This is an optimization exercise on Yosys and OpenROAD, whose aim is small area, not a production implementation.
In this exercise RTL edits were held to simulation tests only and were not proved equivalent to the original.
Power is estimated from default activity; no workload was simulated.

==> flow/design.v <==
`default_nettype none
package mprs_pkg;
  localparam logic [15:0] POLL_RST  = 16'd1000;
  localparam logic [11:0] WAIT_RST  = 12'd100;
  localparam logic [3:0]  RETRY_RST = 4'd5;
  localparam logic CMD_TICK = 1'b0;
  localparam logic CMD_BYTE = 1'b1;
  localparam logic [1:0] REG_POLL  = 2'd0;
  localparam logic [1:0] REG_WAIT  = 2'd1;
  localparam logic [1:0] REG_RETRY = 2'd2;
  localparam int RING_N = 29;
  localparam logic [5:0] WIDX_OPEN = 6'd58;   
  localparam logic [5:0] WIDX_FULL = 6'd29;   
  localparam logic [2:0] PH_SCALE  = 3'd0;   
  localparam logic [2:0] PH_VALUES = 3'd1;   
  localparam logic [2:0] PH_VAL    = 3'd2;   
  localparam logic [2:0] PH_ERRS   = 3'd3;   
  localparam logic [2:0] PH_ERRV   = 3'd4;   
  localparam logic [7:0] EXP_FIXED = 8'hFE;
  typedef struct packed {
    logic       command;
    logic [7:0] rx_byte;
  } in_item_t;
  typedef struct packed {
    logic [2:0]        action;
    logic [3:0]        quantity;
    logic [15:0]       raw_value;
    logic signed [7:0] decimal_exponent;
    logic              last;
  } out_item_t;
  typedef struct packed {
    logic [15:0] poll_period;
    logic [11:0] reply_wait;
    logic [3:0]  retry_limit;
  } cfg_t;
endpackage
`default_nettype wire
`default_nettype none
import mprs_pkg::*;
module mprs_ctrl
(
  input  wire        clk,
  input  wire        rst_n,
  input  mprs_pkg::cfg_t       cfg,
  input  wire        in_valid,
  output logic       in_stall,
  input  mprs_pkg::in_item_t   in_data,
  output logic       out_valid,
  input  wire        out_stall,
  output mprs_pkg::out_item_t  out_data,
  output logic       buf_clr,
  output logic       buf_wr,
  output logic [3:0] k,
  output logic       load,
  input  wire        nonempty,
  input  wire        wr_hold,
  input  wire        rd_align,
  input  wire        exp_align,
  input  wire [15:0] raw,
  input  wire [7:0]  rd_vexp,
  input  wire [7:0]  rd_cexp,
  input  wire [7:0]  rd_pexp
);
  logic [2:0]  ph_r;
  logic [3:0]  attempts_r;
  logic [11:0] timer_r;
  logic [15:0] since_r;
  logic [7:0]  vexp_r, cexp_r, pexp_r;
  logic        out_valid_r;
  logic        busy, is_val, is_byte, dlv, take, tick;
  logic [15:0] since_inc;
  logic        closed, good, tk_poll, tk_count, tk_retry, tk_fail, go_exp, go_values;
  logic [7:0]  val_exp;
  logic        pf;
  assign busy      = !ph_r[2] && !ph_r[1];
  assign is_val    = ph_r == PH_VAL;
  assign k         = attempts_r;
  assign is_byte   = in_data.command == CMD_BYTE;
  assign dlv       = out_valid_r && !out_stall;
  assign since_inc = (since_r == 16'hFFFF) ? since_r : since_r + 16'd1;
  assign closed    = busy && !(timer_r < cfg.reply_wait);
  assign good      = closed && nonempty;
  assign tk_poll   = !busy && (since_inc >= cfg.poll_period);
  assign tk_count  = busy && (timer_r < cfg.reply_wait);
  assign go_exp    = good && (ph_r == PH_SCALE);
  assign go_values = good && (ph_r == PH_VALUES);
  assign tk_retry  = closed && !good && (attempts_r < cfg.retry_limit);
  assign tk_fail   = closed && !good && !(attempts_r < cfg.retry_limit);
  assign in_stall  = (out_valid_r && out_stall) || is_val ||
                     (is_byte ? (busy && wr_hold) : (go_exp && !exp_align));
  assign take      = in_valid && !in_stall;
  assign tick      = take && !is_byte;
  assign buf_wr    = take && is_byte && busy;
  assign buf_clr   = tick && (tk_poll || go_exp);
  assign load      = is_val && !out_valid_r && rd_align;
  always_ff @(posedge clk) begin
    if (!rst_n) begin
      ph_r        <= PH_ERRS;
      since_r     <= 16'd0;
      out_valid_r <= 1'b0;
    end else begin
      if (dlv) begin
        out_valid_r <= 1'b0;
        if (is_val && (attempts_r == 4'd15)) begin
          ph_r <= PH_ERRS;
        end
      end
      if (load) begin
        out_valid_r <= 1'b1;
      end
      if (tick) begin
        since_r <= go_values ? 16'd0 : since_inc;
        if (tk_poll) begin
          ph_r        <= PH_SCALE;
          out_valid_r <= 1'b1;
        end else if (tk_retry) begin
          out_valid_r <= 1'b1;
        end else if (go_exp) begin
          ph_r        <= PH_VALUES;
          out_valid_r <= 1'b1;
        end else if (go_values) begin
          ph_r        <= PH_VAL;
        end else if (tk_fail) begin
          ph_r        <= (ph_r == PH_SCALE) ? PH_ERRS : PH_ERRV;
          out_valid_r <= 1'b1;
        end
      end
    end
  end
  always_ff @(posedge clk) begin
    if (tick) begin
      if (tk_poll || go_exp || go_values) begin
        attempts_r <= 4'd0;
      end else if (tk_retry) begin
        attempts_r <= attempts_r + 4'd1;
      end
      if (tk_poll || tk_retry || go_exp) begin
        timer_r <= 12'd0;
      end else if (tk_count) begin
        timer_r <= timer_r + 12'd1;
      end
    end else if (dlv && is_val) begin
      attempts_r <= attempts_r + 4'd1;
    end
  end
  always_ff @(posedge clk) begin
    if (tick && go_exp) begin
      vexp_r <= rd_vexp;
      cexp_r <= rd_cexp;
      pexp_r <= rd_pexp;
    end
  end
  assign pf = (k >= 4'd12) && (k != 4'd15);
  always_comb begin
    if (k < 4'd3) begin
      val_exp = vexp_r;
    end else if (k < 4'd6) begin
      val_exp = cexp_r;
    end else if (k < 4'd12) begin
      val_exp = pexp_r;
    end else begin
      val_exp = EXP_FIXED;
    end
  end
  assign out_valid                 = out_valid_r;
  assign out_data.action           = ph_r;
  assign out_data.quantity         = is_val ? k : 4'd0;
  assign out_data.raw_value        = {(is_val && !pf) ? raw[15:8] : 8'd0, is_val ? raw[7:0] : 8'd0};
  assign out_data.decimal_exponent = is_val ? val_exp : 8'd0;
  assign out_data.last             = is_val ? (k == 4'd15) : 1'b1;
endmodule
`default_nettype wire
`default_nettype none
import mprs_pkg::*;
module mprs_datapath
(
  input  wire        clk,
  input  wire        rst_n,
  input  wire        clr,        
  input  wire        wr,         
  input  wire [7:0]  wdata,
  input  wire [3:0]  k,          
  input  wire        load,       
  output logic       nonempty,   
  output logic       wr_hold,    
  output logic       rd_align,   
  output logic       exp_align,  
  output logic [15:0] raw,
  output logic [7:0] vexp,       
  output logic [7:0] cexp,
  output logic [7:0] pexp
);
  logic [7:0] ring [RING_N];
  logic [4:0] ptr_r;
  logic [5:0] widx_r;
  logic       clr_turn_r;
  logic [15:0] raw_r;
  logic       to_ring, wr_now;
  logic [4:0] ridx;
  assign to_ring   = !widx_r[5] && (widx_r != WIDX_FULL);
  assign wr_now    = wr && to_ring;
  assign nonempty  = widx_r != WIDX_OPEN;
  assign wr_hold   = to_ring && (ptr_r != widx_r[4:0]);
  always_ff @(posedge clk) begin
    if (!rst_n) begin
      ptr_r      <= 5'd0;
      clr_turn_r <= 1'b1;
    end else begin
      ptr_r <= (ptr_r == 5'(RING_N - 1)) ? 5'd0 : ptr_r + 5'd1;
      if (ptr_r == 5'(RING_N - 1)) begin
        clr_turn_r <= 1'b0;
      end
    end
  end
  always_ff @(posedge clk) begin
    ring[0] <= wr_now ? wdata : (clr_turn_r ? 8'h00 : ring[RING_N - 1]);
    for (int i = 1; i < RING_N; i++) begin
      ring[i] <= ring[i - 1];
    end
  end
  always_ff @(posedge clk) begin
    if (clr) begin
      widx_r <= WIDX_OPEN;
    end else if (wr && (widx_r != WIDX_FULL)) begin
      widx_r <= widx_r + 6'd1;
    end
  end
  assign ridx      = (k < 4'd12) ? {k, 1'b0} : 5'(k) + 5'd12;
  assign rd_align  = !clr_turn_r && (ptr_r == ridx);
  always_ff @(posedge clk) begin
    if (load) begin
      raw_r <= {ring[RING_N - 2], ring[RING_N - 1]};
    end
  end
  assign raw = raw_r;
  assign exp_align = !clr_turn_r && (ptr_r == 5'd1);
  assign vexp = ring[RING_N - 1];
  assign cexp = ring[RING_N - 2];
  assign pexp = ring[RING_N - 3];
endmodule
`default_nettype wire
`default_nettype none
import mprs_pkg::*;
module meter_poll_retry_sequencer_unit
(
  input  wire        clk,
  input  wire        rst_n,
  input  wire        in_valid,
  output logic       in_stall,
  input  mprs_pkg::in_item_t   in_data,
  output logic       out_valid,
  input  wire        out_stall,
  output mprs_pkg::out_item_t  out_data,
  input  wire        psel,
  input  wire        penable,
  input  wire        pwrite,
  input  wire [3:0]  paddr,
  input  wire [31:0] pwdata,
  output logic [31:0] prdata,
  output logic       pready
);
  mprs_pkg::cfg_t cfg_r;
  logic       wr_en;
  logic       buf_clr, buf_wr, nonempty, load, wr_hold, rd_align, exp_align;
  logic [3:0] k;
  logic [15:0] raw;
  logic [7:0] rd_vexp, rd_cexp, rd_pexp;
  assign pready = 1'b1;
  assign wr_en  = psel && penable && pwrite;
  always_ff @(posedge clk) begin
    if (!rst_n) begin
      cfg_r.poll_period <= POLL_RST;
      cfg_r.reply_wait  <= WAIT_RST;
      cfg_r.retry_limit <= RETRY_RST;
    end else if (wr_en) begin
      case (paddr[3:2])
        REG_POLL:  cfg_r.poll_period <= pwdata[15:0];
        REG_WAIT:  cfg_r.reply_wait  <= pwdata[11:0];
        REG_RETRY: cfg_r.retry_limit <= pwdata[3:0];
        default: begin
        end
      endcase
    end
  end
  always_comb begin
    case (paddr[3:2])
      REG_POLL:  prdata = {16'h0000, cfg_r.poll_period};
      REG_WAIT:  prdata = {20'h00000, cfg_r.reply_wait};
      REG_RETRY: prdata = {28'h0000000, cfg_r.retry_limit};
      default:   prdata = '0;
    endcase
  end
  mprs_ctrl u_ctrl (
    .clk       (clk),
    .rst_n     (rst_n),
    .cfg       (cfg_r),
    .in_valid  (in_valid),
    .in_stall  (in_stall),
    .in_data   (in_data),
    .out_valid (out_valid),
    .out_stall (out_stall),
    .out_data  (out_data),
    .buf_clr   (buf_clr),
    .buf_wr    (buf_wr),
    .k         (k),
    .load      (load),
    .nonempty  (nonempty),
    .wr_hold   (wr_hold),
    .rd_align  (rd_align),
    .exp_align (exp_align),
    .raw       (raw),
    .rd_vexp   (rd_vexp),
    .rd_cexp   (rd_cexp),
    .rd_pexp   (rd_pexp)
  );
  mprs_datapath u_dp (
    .clk       (clk),
    .rst_n     (rst_n),
    .clr       (buf_clr),
    .wr        (buf_wr),
    .wdata     (in_data.rx_byte),
    .k         (k),
    .load      (load),
    .nonempty  (nonempty),
    .wr_hold   (wr_hold),
    .rd_align  (rd_align),
    .exp_align (exp_align),
    .raw       (raw),
    .vexp      (rd_vexp),
    .cexp      (rd_cexp),
    .pexp      (rd_pexp)
  );
endmodule
`default_nettype wire
export LEC_CHECK = 0
export CAP_MARGIN = 20
export CORE_MARGIN = 2
export CORE_UTILIZATION = 65
export CTS_CLUSTER_DIAMETER = 80
export CTS_CLUSTER_SIZE = 28
export SLEW_MARGIN = 20
create_clock -name core_clock -period 6.0 [get_ports {clk}]
standard.sh (not shown) runs the stock make flow with config.mk's settings and CLKGATE_MAP_FILE= SYNTH_SCRIPT=/design/flow/synth_recipe.tcl, a recipe that flattens the netlist after the stock synthesis.
==> flow/flow/run.sh <==
#!/bin/bash
# Layout flow: the standard ORFS flow, with small buffers on the ports and a clock
# tree without dummy loads. Everything else (synthesis, floorplan, power grid, tap cells,
# placement, routing) is the standard flow unchanged.
set -euo pipefail
export BUFFER_PORTS_ARGS="-buffer_cell sky130_fd_sc_hd__buf_1"
export CTS_ARGS="-sink_clustering_enable -repair_clock_nets -sink_clustering_size 28 -sink_clustering_max_diameter 80 -dont_use_dummy_load"
bash standard.sh > standard_flow.log 2>&1
Edit:
--- a/flow/design.v
+++ b/flow/design.v
@@ -81,5 +81,5 @@
   assign closed    = busy && !(timer_r < cfg.reply_wait);
   assign good      = closed && nonempty;
-  assign tk_poll   = !busy && (since_inc >= cfg.poll_period);
+  assign tk_poll   = !busy && (since_r >= cfg.poll_period);
   assign tk_count  = busy && (timer_r < cfg.reply_wait);
   assign go_exp    = good && (ph_r == PH_SCALE);
@@ -97,5 +97,5 @@
     if (!rst_n) begin
       ph_r        <= PH_ERRS;
-      since_r     <= 16'd0;
+      since_r     <= 16'd1;
       out_valid_r <= 1'b0;
     end else begin
@@ -110,5 +110,5 @@
       end
       if (tick) begin
-        since_r <= go_values ? 16'd0 : since_inc;
+        since_r <= go_values ? 16'd1 : since_inc;
         if (tk_poll) begin
           ph_r        <= PH_SCALE;
=> Non-clock buffer count came out lower by 2; design area came out lower by a few percent; power came out lower slightly; synthesized cell count came out lower by a few percent; clock power stays flat; worst hold slack is better by 0.0070 ns; global-route usage came out lower by 0.53 points; utilization came out higher by 0.35 points; register-to-register slack is better by 0.91 ns; via count came out lower by a few percent.

[static timing again, ports no longer ideal]
The flow's constraints put no driver on any port. The routed layouts listed below were extracted and timed again, unchanged, in two steps.
Step 1 sets driving cells, clkbuf_16 on the clock port and buf_2 on the other inputs (assumed; they add their load-dependent delay and slew).
Step 2 adds t to the input delays and takes it off the output delays; t is the mean of the earliest and latest rising clock arrival at the registers after step 1. Input paths then give back, and output paths get back, about the clock's delay inside the block.
Three values: ideal ports, drivers, drivers and shift; two values: the first two.
| run | shift t [ns] | setup WS [ns] | worst data-port slew with drivers (ns) | pins driven straight from the clock port |
|---|---|---|---|---|
| the first run | 0.521 | 1.579 / 1.579 / 1.579 | 0.07 | 1 |
| the second run | 0.529 | 1.951 / 1.906 / 2.243 | 0.05 | 1 |
After both steps every run listed still meets setup and hold.
